Background: an optimization exercise with open tools, aiming at small area. Do not read the settings as production practice. Function was checked by simulation only, so behaviour that the tests miss may differ from the original. Power and IR drop assume default switching activity.

==> flow/design.v <==
module regfile_sb_dec #(
    parameter int ADDR_W = 5,
    parameter bit USE_EN = 1'b1
) (
    input  logic                  en,
    input  logic [ADDR_W-1:0]     addr,
    output logic [2**ADDR_W-1:1]  sel
);
    always_comb begin
        for (int i = 1; i < 2 ** ADDR_W; i++) sel[i] = (en || !USE_EN) && (addr == ADDR_W'(i));
    end
endmodule
module regfile_sb_wbit (
    input  logic we,
    input  logic wd,
    input  logic hold,
    input  logic q,
    output logic d
);
    assign d = (we & wd) | (hold & q);
endmodule
module regfile_sb_bbit (
    input  logic rsv,
    input  logic hold,
    input  logic q,
    output logic d
);
    assign d = rsv | (hold & q);
endmodule
module regfile_sb_aoi3 (
    input  logic [2:0] sel,
    input  logic [2:0] d,
    output logic       y_n
);
    assign y_n = ~|(sel & d);
endmodule
module regfile_sb_nand11 (
    input  logic [10:0] y_n,
    output logic        q
);
    assign q = ~&y_n;
endmodule
module regfile_sb_rdbit (
    input  logic [30:0] sel,
    input  logic [30:0] d,
    output logic        q
);
    logic [10:0] y_n;
    for (genvar k = 0; k < 10; k++) begin : g_aoi
        regfile_sb_aoi3 u_aoi (.sel(sel[3*k +: 3]), .d(d[3*k +: 3]), .y_n(y_n[k]));
    end
    assign y_n[10] = ~(sel[30] & d[30]);
    regfile_sb_nand11 u_or (.y_n(y_n), .q(q));
endmodule
module regfile_sb #(
    parameter int XLEN   = 32,
    parameter int ADDR_W = 5
) (
    input  logic              clk,
    input  logic              rst,
    output logic              ready,
    input  logic [ADDR_W-1:0] address_1,
    input  logic [ADDR_W-1:0] address_2,
    output logic [XLEN-1:0]   read_data_1,
    output logic [XLEN-1:0]   read_data_2,
    output logic              busy_1,
    output logic              busy_2,
    input  logic              write_enable_3,
    input  logic [ADDR_W-1:0] address_3,
    input  logic [XLEN-1:0]   write_data_3,
    input  logic              reserve_enable,
    input  logic [ADDR_W-1:0] reserve_address
);
    localparam int DEPTH = 2 ** ADDR_W;
    localparam int NREG  = DEPTH - 1;
    logic [ADDR_W-1:0] ptr_q;
    assign ready = (ptr_q == '0);
    always_ff @(posedge clk) begin
        if (rst)         ptr_q <= ADDR_W'(1);
        else if (!ready) ptr_q <= ptr_q + ADDR_W'(1);
    end
    logic            run;
    logic [NREG-1:0] row_we, row_hold, row_rsv;
    assign run = ready && !rst;
    regfile_sb_dec #(.ADDR_W(ADDR_W)) u_decw (
        .en(run && write_enable_3), .addr(address_3), .sel(row_we));
    regfile_sb_dec #(.ADDR_W(ADDR_W)) u_decr (
        .en(run && reserve_enable), .addr(reserve_address), .sel(row_rsv));
    assign row_hold = {NREG{run}} & ~row_we;
    logic [NREG-1:0] mem_q [XLEN];
    logic [NREG-1:0] mem_d [XLEN];
    logic [NREG-1:0] busy_q;
    for (genvar b = 0; b < XLEN; b++) begin : g_bit
        for (genvar i = 0; i < NREG; i++) begin : g_reg
            regfile_sb_wbit u_w (.we(row_we[i]), .wd(write_data_3[b]), .hold(row_hold[i]),
                                 .q(mem_q[b][i]), .d(mem_d[b][i]));
        end
        always_ff @(posedge clk) mem_q[b] <= mem_d[b];
    end
    logic [NREG-1:0] busy_d;
    for (genvar i = 0; i < NREG; i++) begin : g_busy
        regfile_sb_bbit u_b (.rsv(row_rsv[i]), .hold(row_hold[i]), .q(busy_q[i]), .d(busy_d[i]));
    end
    always_ff @(posedge clk) busy_q <= busy_d;
    logic [DEPTH-1:1] sel1, sel2;
    regfile_sb_dec #(.ADDR_W(ADDR_W), .USE_EN(1'b0)) u_dec1 (.en(1'b1), .addr(address_1), .sel(sel1));
    regfile_sb_dec #(.ADDR_W(ADDR_W), .USE_EN(1'b0)) u_dec2 (.en(1'b1), .addr(address_2), .sel(sel2));
    for (genvar b = 0; b < XLEN; b++) begin : g_rd
        regfile_sb_rdbit u_rd1 (.sel(sel1), .d(mem_q[b]), .q(read_data_1[b]));
        regfile_sb_rdbit u_rd2 (.sel(sel2), .d(mem_q[b]), .q(read_data_2[b]));
    end
    regfile_sb_rdbit u_rb1 (.sel(sel1), .d(busy_q), .q(busy_1));
    regfile_sb_rdbit u_rb2 (.sel(sel2), .d(busy_q), .q(busy_2));
endmodule
Settings: LEC_CHECK=0, CAP_MARGIN=10, CORE_MARGIN=2, CORE_UTILIZATION=55, SLEW_MARGIN=10, SYNTH_HIERARCHICAL=1; clock period 7.0 ns.
standard.sh (not shown) runs the stock make flow with config.mk's settings and CLKGATE_MAP_FILE= SYNTH_SCRIPT=/design/flow/synth_recipe.tcl, a recipe that flattens the netlist after the stock synthesis.
==> flow/flow/run.sh <==
#!/bin/bash
# Standard ORFS layout (the standard.sh), with two changes: clock tree
# synthesis with larger sink clusters of small clock buffers and no dummy
# loads, and port buffers of the smallest buffer cell.
set -euo pipefail
export CTS_ARGS="-sink_clustering_enable -repair_clock_nets -dont_use_dummy_load -sink_clustering_size 18 -sink_clustering_max_diameter 60 -buf_list {sky130_fd_sc_hd__clkbuf_8}"
export BUFFER_PORTS_ARGS="-buffer_cell sky130_fd_sc_hd__buf_1"
bash standard.sh finish > standard.log 2>&1
Change:
- CAP_MARGIN: 10 -> 20
- CORE_UTILIZATION: 55 -> 50
- SLEW_MARGIN: 10 -> 20
Total power went up by 1.5%.
Via count went up by 0.37%.
Core utilization went down by 4.7 points.
Routed wire length went up by 5.8%.
Change:
- CORE_UTILIZATION: 50 -> 55
Effect:
- via count shrinks by 0.48%
- worst setup slack loses 0.077 ns
- clock-buffer cell count goes down by 3
Change:
- CORE_UTILIZATION: 55 -> 45
Clock power goes up by a few percent.
Via count came out higher slightly.
Sequential share of layout area came out lower by 0.77 points.
Worst hold slack hardly moves.
Clock-buffer cell count rises by 5.
Total power is higher by a few percent.
Worst setup slack is better by 0.092 ns.
Synthesized area is unchanged.
Global-route usage falls by 4.8 points.
Register-to-register slack gets worse by 0.28 ns.
Change:
- CAP_MARGIN: 20 -> 10
- CORE_UTILIZATION: 45 -> 50
- SLEW_MARGIN: 20 -> 10
Effect: The changed run completed with no timing, DRC or antenna violations; total power falls slightly; design area drops slightly; global-route usage rose by 3.1 points; setup slack gets worse by 0.026 ns.

-- separate check: timing with driven ports --
No port has a modelled driver above. Below, the same layouts with a new extraction and two added sets of constraints. Step 1: set_driving_cell puts a clkbuf_16 on clk and a buf_2 on each other input, an assumption about the parent block. Step 2 adds t to the input delays and takes it off the output delays; t is the mean of the earliest and latest rising clock arrival at the registers after step 1. Input paths then give back, and output paths get back, about the clock's delay inside the block. Three values: ideal, step 1, step 2; two values: the first two.
run	t (ns)	setup WS [ns]	hold WS [ns]	worst setup path at the end	clock arrival spread, ns
the first run	0.783	1.015 / 0.914 / 0.914	0.493 / 0.493 / 0.493	input to output	0.063 / 0.063
the second run	0.809	1.015 / 0.903 / 0.903	0.484 / 0.484 / 0.484	input to output	0.097 / 0.097
the third run	0.787	0.937 / 0.834 / 0.834	0.489 / 0.489 / 0.489	input to output	0.063 / 0.063
the fourth run	0.772	1.030 / 0.876 / 0.876	0.489 / 0.489 / 0.489	input to output	0.088 / 0.088
the fifth run	0.803	1.004 / 0.901 / 0.901	0.485 / 0.485 / 0.485	input to output	0.094 / 0.094
After both steps every run listed still meets setup and hold. For the fourth run, which loses most, drivers alone change the setup slack by -0.154 ns; drivers and shift together by -0.154 ns.
